What follows belongs to an exercise in optimizing a design on an open flow for small area; a production flow would make more cautious choices. The RTL was checked by simulation tests, not by an equivalence proof against the original design. Power is estimated from default activity; no workload was simulated. The clock port is modelled as an ideal driver; clocking choices that lean on that would not hold on a real chip.

rev 12:
Design dmem_responder, start of the top module:
module dmem_responder
#(
  parameter int DEPTH_WORDS = 64
) (
  input  logic        clk,
  input  logic        rst,
  input  logic        req_valid,
  output logic        req_ready,
  input  logic        req_write,
  input  logic [31:0] req_addr,
  input  logic [31:0] req_wdata,
  input  logic [3:0]  req_be,
  output logic        rsp_valid,
  input  logic        rsp_ready,
  output logic [31:0] rsp_rdata,
  output logic        rsp_err
);
For scale: about 3400 cells after synthesis.
==> flow/config.mk <==
export PLATFORM = sky130hd
export DESIGN_NAME = dmem_responder
export DESIGN_NICKNAME = dmem_responder
export VERILOG_FILES = /design/flow/design.v
export SDC_FILE = /design/flow/constraint.sdc
export NUM_CORES = 4
export LEC_CHECK = 0
export CAP_MARGIN = 0
export CORE_MARGIN = 2
export CORE_UTILIZATION = 50
export CTS_CLUSTER_DIAMETER = 100
export CTS_CLUSTER_SIZE = 32
export PLACE_DENSITY = 0.75
export SLEW_MARGIN = 0
export SYNTH_HIERARCHICAL = 1
==> flow/constraint.sdc <==
create_clock -name core_clock -period 8.0 [get_ports {clk}]
set_input_delay 1.6000 -clock core_clock [delete_from_list [all_inputs] [get_ports {clk}]]
set_output_delay 1.6000 -clock core_clock [all_outputs]
set_load 0.01 [all_outputs]
standard.sh (not shown) runs the stock make flow with config.mk's settings and CLKGATE_MAP_FILE= SYNTH_SCRIPT=/design/flow/synth_recipe.tcl, a recipe that flattens the netlist after the stock synthesis.
==> flow/flow/run.sh <==
#!/bin/bash
# The standard layout (standard.sh, unchanged), with one difference: the buffer that
# buffer_ports puts on every input and output port is the smallest buffer,
# sky130_fd_sc_hd__buf_1, instead of the one buffer_ports picks by default.
# make's full output goes to standard.log; ORFS keeps each step's log under orfs/logs.
set -euo pipefail
cd "$(dirname "$0")/.."
export BUFFER_PORTS_ARGS="-buffer_cell sky130_fd_sc_hd__buf_1"
bash standard.sh > standard.log 2>&1
Rev 12 completed end to end with timing, DRC and antenna clean.
Here is what was changed in the inputs of rev 13 compared with rev 12.
Settings: removing PLACE_DENSITY (formerly 0.75); changing CORE_UTILIZATION from 50 to 60.
==> run notes <==
- Having completed the whole flow, rev 13 delivered a layout that passed the timing, design-rule and antenna checks.
- Met1 track demand over resource in global routing (lower): rev 12
- Compared to rev 12, rev 13 shows a narrower setup margin.
- Going from rev 12 to rev 13, switching power summed over all nets grows by 3.8%.
- Total global routing track utilization ends up lower on rev 12.
- The estimated power of rev 13 ends up higher than the estimate for rev 12.

---

== job 3321 ==
dmem_responder, a different RTL version from the one above (not shown whole).
For scale: about 110 I/O pins.
export LEC_CHECK = 0
export CAP_MARGIN = 20
export CORE_MARGIN = 2
export CORE_UTILIZATION = 50
export CTS_CLUSTER_DIAMETER = 100
export CTS_CLUSTER_SIZE = 32
export SLEW_MARGIN = 20
export SYNTH_HIERARCHICAL = 1
create_clock -name core_clock -period 8.0 [get_ports {clk}]
Scripts as last shown in full above: flow/flow/run.sh
Job 3321 completed; timing, DRC and antenna clean
Relative to job 3321, the following input files were edited for job 4358:
Settings: a change of CTS_CLUSTER_DIAMETER from 100 to 60; a change of CTS_CLUSTER_SIZE from 32 to 16; an added CTS_BUF_LIST of sky130_fd_sc_hd__clkbuf_8.
==> flow/run.sh (new file) <==
#!/bin/bash
# synth_recipe.tcl (not shown) runs the flow's synth.tcl, then flattens the netlist and writes it again
# the make line also repeats each setting of config.mk as NAME=value (left out here)
make -C /OpenROAD-flow-scripts/flow DESIGN_CONFIG=/design/flow/config.mk WORK_HOME=/design/flow/orfs CLKGATE_MAP_FILE= SYNTH_SCRIPT=/design/flow/synth_recipe.tcl finish
removed: flow/flow/run.sh
removed: flow/standard.sh
Notes after the runs:
- Job 3321 -> job 4358: combinational power share flat
- Job 4358 and job 3321 ended up with nearly the same sequential cell count.
- Job 4358: core occupancy in the finished layout is 1.0 points higher than what job 3321 reported.

---

The RTL this note starts from:
==> flow/design.v <==
package dmem_pkg;
  localparam int WORD_BYTES = 4;
  localparam int ADDR_LSB   = 2;
  function automatic logic is_err(input logic [31:0] addr, input int unsigned depth);
    is_err = (addr[ADDR_LSB-1:0] != '0) || ({2'b00, addr[31:ADDR_LSB]} >= depth);
  endfunction
endpackage
module dmem_port_bit (
  input  logic clk,
  input  logic en,
  input  logic keep,
  input  logic d,
  input  logic prev,
  output logic q
);
  always_ff @(posedge clk) q <= (en & d) | (keep & prev);
endmodule
module dmem_aoi222 (
  input  logic a0, b0, a1, b1, a2, b2,
  output logic y
);
  assign y = ~((a0 & b0) | (a1 & b1) | (a2 & b2));
endmodule
module dmem_ao22 (
  input  logic a0, b0, a1, b1,
  output logic y
);
  assign y = (a0 & b0) | (a1 & b1);
endmodule
module dmem_and2 (
  input  logic a, b,
  output logic y
);
  assign y = a & b;
endmodule
module dmem_nand2 (
  input  logic a, b,
  output logic y
);
  assign y = ~(a & b);
endmodule
module dmem_nand4 (
  input  logic a, b, c, d,
  output logic y
);
  assign y = ~(a & b & c & d);
endmodule
module dmem_nor2 (
  input  logic a, b,
  output logic y
);
  assign y = ~(a | b);
endmodule
module dmem_or2 (
  input  logic a, b,
  output logic y
);
  assign y = a | b;
endmodule
module dmem_rd_col (
  input  logic [21:0] sel,
  input  logic [21:0] q,
  output logic        y
);
  logic [7:0] l1;    
  logic [1:0] l2;    
  for (genvar g = 0; g < 7; g++) begin : g_l1
    dmem_aoi222 u (.a0(sel[3*g]), .b0(q[3*g]), .a1(sel[3*g+1]), .b1(q[3*g+1]),
                   .a2(sel[3*g+2]), .b2(q[3*g+2]), .y(l1[g]));
  end
  dmem_nand2 u_l1 (.a(sel[21]), .b(q[21]), .y(l1[7]));
  for (genvar g = 0; g < 2; g++) begin : g_l2
    dmem_nand4 u (.a(l1[4*g]), .b(l1[4*g+1]), .c(l1[4*g+2]), .d(l1[4*g+3]), .y(l2[g]));
  end
  dmem_or2 u_l3 (.a(l2[0]), .b(l2[1]), .y(y));
endmodule
module dmem_word_array (
  input  logic        clk,
  input  logic [15:0] wr,
  input  logic [15:0] wr_n,      
  input  logic [3:0]  wbe,
  input  logic [3:0]  wbe_n,     
  input  logic        keep_n,    
  input  logic [31:0] wdata,
  input  logic [21:0] rd_sel,
  output logic [31:0] rdata
);
  logic [63:0][31:0] s;
  for (genvar p = 0; p < 64; p++) begin : g_pos
    localparam int PP = (p + 63) % 64;    
    if (p % 4 == 1) begin : g_port
      localparam int K = p / 4;
      for (genvar b = 0; b < 4; b++) begin : g_byte
        logic en, keep;
        dmem_nor2 u_en   (.a(wr_n[K]), .b(wbe_n[b]), .y(en));      
        dmem_nor2 u_keep (.a(en), .b(keep_n), .y(keep));          
        for (genvar k = 0; k < 8; k++) begin : g_bit
          dmem_port_bit u_bit (.clk(clk), .en(en), .keep(keep), .d(wdata[8*b+k]),
                               .prev(s[PP][8*b+k]), .q(s[p][8*b+k]));
        end
      end
    end else begin : g_shift
      always_ff @(posedge clk) s[p] <= s[PP];
    end
  end
  logic [31:0][21:0] q_t;    
  for (genvar r = 0; r < 22; r++) begin : g_rp
    for (genvar j = 0; j < 32; j++) begin : g_t
      assign q_t[j][r] = s[3 * r][j];
    end
  end
  for (genvar j = 0; j < 32; j++) begin : g_col
    dmem_rd_col u_col (.sel(rd_sel), .q(q_t[j]), .y(rdata[j]));
  end
endmodule
module dmem_responder
#(
  parameter int DEPTH_WORDS = 64
) (
  input  logic        clk,
  input  logic        rst,
  input  logic        req_valid,
  output logic        req_ready,
  input  logic        req_write,
  input  logic [31:0] req_addr,
  input  logic [31:0] req_wdata,
  input  logic [3:0]  req_be,
  output logic        rsp_valid,
  input  logic        rsp_ready,
  output logic [31:0] rsp_rdata,
  output logic        rsp_err
);
  logic [1:0] st;
  logic       idle, idle_n, req_err, store;
  logic [5:0] t, s;
  assign idle      = (st == 2'b00);
  assign idle_n    = !idle;
  assign req_ready = idle;
  assign rsp_valid = (st == 2'b10);
  assign req_err   = dmem_pkg::is_err(req_addr, DEPTH_WORDS);
  assign store     = idle && req_valid && req_write && !req_err;
  always_ff @(posedge clk or negedge rst) begin
    if (!rst) st <= 2'b00;
    else case (st)
      2'b00:   st <= req_valid ? 2'b01 : 2'b00;
      2'b01:   st <= 2'b11;
      2'b11:   st <= 2'b10;
      default: st <= rsp_ready ? 2'b00 : 2'b10;
    endcase
  end
  logic done, keep_all;
  always_ff @(posedge clk or negedge rst) begin
    if (!rst) begin
      t    <= '0;
      done <= 1'b0;
    end else begin
      t    <= t + 6'd1;
      done <= done || t[2];
    end
  end
  assign keep_all = done || t[2];
  logic [5:0] cap_idx;
  logic [3:0] cap_be;
  logic       cap_ok;
  logic [11:0] cap_d, cap_q;
  assign cap_d = {req_addr[dmem_pkg::ADDR_LSB +: 6], req_be, !req_write && !req_err, req_err};
  assign {cap_idx, cap_be, cap_ok, rsp_err} = cap_q;
  for (genvar i = 0; i < 12; i++) begin : g_cap
    dmem_port_bit u_cap (.clk(clk), .en(idle), .keep(idle_n), .d(cap_d[i]), .prev(cap_q[i]), .q(cap_q[i]));
  end
  logic [5:0] base;
  for (genvar i = 0; i < 6; i++) begin : g_base
    dmem_ao22 u (.a0(idle), .b0(req_addr[dmem_pkg::ADDR_LSB + i]), .a1(idle_n), .b1(cap_idx[i]), .y(base[i]));
  end
  assign s = base + t;
  logic pend, want, land;
  assign want = idle ? store : pend;
  assign land = want && s[1:0] == 2'b00;
  always_ff @(posedge clk or negedge rst) begin
    if (!rst) pend <= 1'b0;
    else      pend <= want && !land;
  end
  logic [15:0] wr, wr_n;
  always_comb
    for (int k = 0; k < 16; k++) begin
      wr[k]   = land && s[5:2] == 4'(k);
      wr_n[k] = !wr[k];
    end
  logic [31:0] wdata, rd;
  logic [3:0]  wbe;
  for (genvar j = 0; j < 32; j++) begin : g_wdata
    dmem_ao22 u (.a0(idle), .b0(req_wdata[j]), .a1(idle_n), .b1(rd[j]), .y(wdata[j]));
  end
  for (genvar b = 0; b < 4; b++) begin : g_wbe
    dmem_ao22 u (.a0(idle), .b0(req_be[b]), .a1(idle_n), .b1(cap_be[b]), .y(wbe[b]));
  end
  logic        ok_now, rget, rcap, rd_ld, rd_keep;
  logic [21:0] at_port, rd_sel;
  logic [31:0] rdata;
  assign ok_now = idle ? (!req_write && !req_err) : cap_ok;
  assign rget   = (st != 2'b10) && ok_now;
  always_comb
    for (int r = 0; r < 22; r++) begin
      at_port[r] = s == 6'(3 * r);
      rd_sel[r]  = at_port[r] && rget && keep_all;
    end
  assign rcap = rget && (|at_port);
  dmem_word_array u_mem (
    .clk    (clk),
    .wr     (wr),
    .wr_n   (wr_n),
    .wbe    (wbe),
    .wbe_n  (~wbe),
    .keep_n (!keep_all),
    .wdata  (wdata),
    .rd_sel (rd_sel),
    .rdata  (rdata)
  );
  assign rd_ld   = idle && req_write;
  assign rd_keep = !rd_ld && !rcap;
  for (genvar j = 0; j < 32; j++) begin : g_rd
    dmem_rd_bit u_rd (.clk(clk), .a(rd_ld), .d0(req_wdata[j]), .d1(rdata[j]),
                      .keep(rd_keep), .q(rd[j]));
    dmem_and2 u_out (.a(rd[j]), .b(cap_ok), .y(rsp_rdata[j]));
  end
endmodule
module dmem_rd_bit (
  input  logic clk,
  input  logic a,
  input  logic d0,
  input  logic d1,
  input  logic keep,
  output logic q
);
  always_ff @(posedge clk) q <= (a & d0) | (keep & q) | d1;
endmodule
==> flow/config.mk <==
export PLATFORM = sky130hd
export DESIGN_NAME = dmem_responder
export DESIGN_NICKNAME = dmem_responder
export VERILOG_FILES = /design/flow/design.v
export SDC_FILE = /design/flow/constraint.sdc
export NUM_CORES = 4
export LEC_CHECK = 0
export CAP_MARGIN = 0
export CORE_MARGIN = 2
export CORE_UTILIZATION = 50
export CTS_CLUSTER_DIAMETER = 100
export CTS_CLUSTER_SIZE = 34
export PLACE_DENSITY = 0.75
export SLEW_MARGIN = 0
export SYNTH_HIERARCHICAL = 1
==> flow/constraint.sdc <==
create_clock -name core_clock -period 8.0 [get_ports {clk}]
set_input_delay 1.6000 -clock core_clock [delete_from_list [all_inputs] [get_ports {clk}]]
set_output_delay 1.6000 -clock core_clock [all_outputs]
set_load 0.01 [all_outputs]
==> flow/flow/run.sh <==
#!/bin/bash
# The standard layout (standard.sh, unchanged), with one difference: the buffer that
# buffer_ports puts on every input and output port is the smallest buffer,
# sky130_fd_sc_hd__buf_1, instead of the one buffer_ports picks by default.
# make's full output goes to standard.log; ORFS keeps each step's log under orfs/logs.
set -euo pipefail
cd "$(dirname "$0")/.."
export BUFFER_PORTS_ARGS="-buffer_cell sky130_fd_sc_hd__buf_1"
bash standard.sh > standard.log 2>&1
Next try:
CTS_CLUSTER_SIZE = 32   (was 34)
PLACE_DENSITY = default   (was 0.75)
Power increases by 1.6%. Worst setup slack is worse by 0.18 ns. Sequential cell count stays the same. Utilization climbs by 0.17 points. Critical path depth grows by 2.

## static timing again, ports no longer ideal
How much do the figures lean on ideal ports? The routed layouts below were timed once more, with nothing changed but the port constraints. Step 1 sets driving cells, clkbuf_16 on the clock port and buf_2 on the other inputs (assumed; they add their load-dependent delay and slew). Step 2 adds t to the input delays and takes it off the output delays; t is the mean of the earliest and latest rising clock arrival at the registers after step 1. Input paths then give back, and output paths get back, about the clock's delay inside the block. Slacks: ideal / step 1 / step 2; pairs: ideal / step 1.
| run | t, ns | setup slack, ns | latest minus earliest clock arrival (ns) | worst data-port slew with drivers (ns) | pins driven straight from the clock port |
|---|---|---|---|---|---|
| rev 12 | 0.724 | 2.168 / 2.168 / 2.051 | 0.025 / 0.026 | 0.17 | 1 |
| rev 13 | 0.730 | 2.017 / 2.017 / 1.911 | 0.029 / 0.029 | 0.04 | 1 |
| job 3321 | 0.748 | 2.255 / 2.255 / 1.887 | 0.024 / 0.024 | 0.08 | 1 |
| job 4358 | 0.920 | 2.510 / 2.482 / 1.637 | 0.043 / 0.044 | 0.05 | 1 |
| the first run of note 3 | 0.717 | 2.199 / 2.199 / 2.061 | 0.029 / 0.030 | 0.16 | 1 |
| the second run of note 3 | 0.738 | 2.018 / 2.018 / 1.973 | 0.029 / 0.029 | 0.05 | 1 |
After both steps every run listed still meets setup and hold. The setup slack of job 4358, which loses most, moves by -0.028 ns with the drivers and by -0.873 ns with both steps.
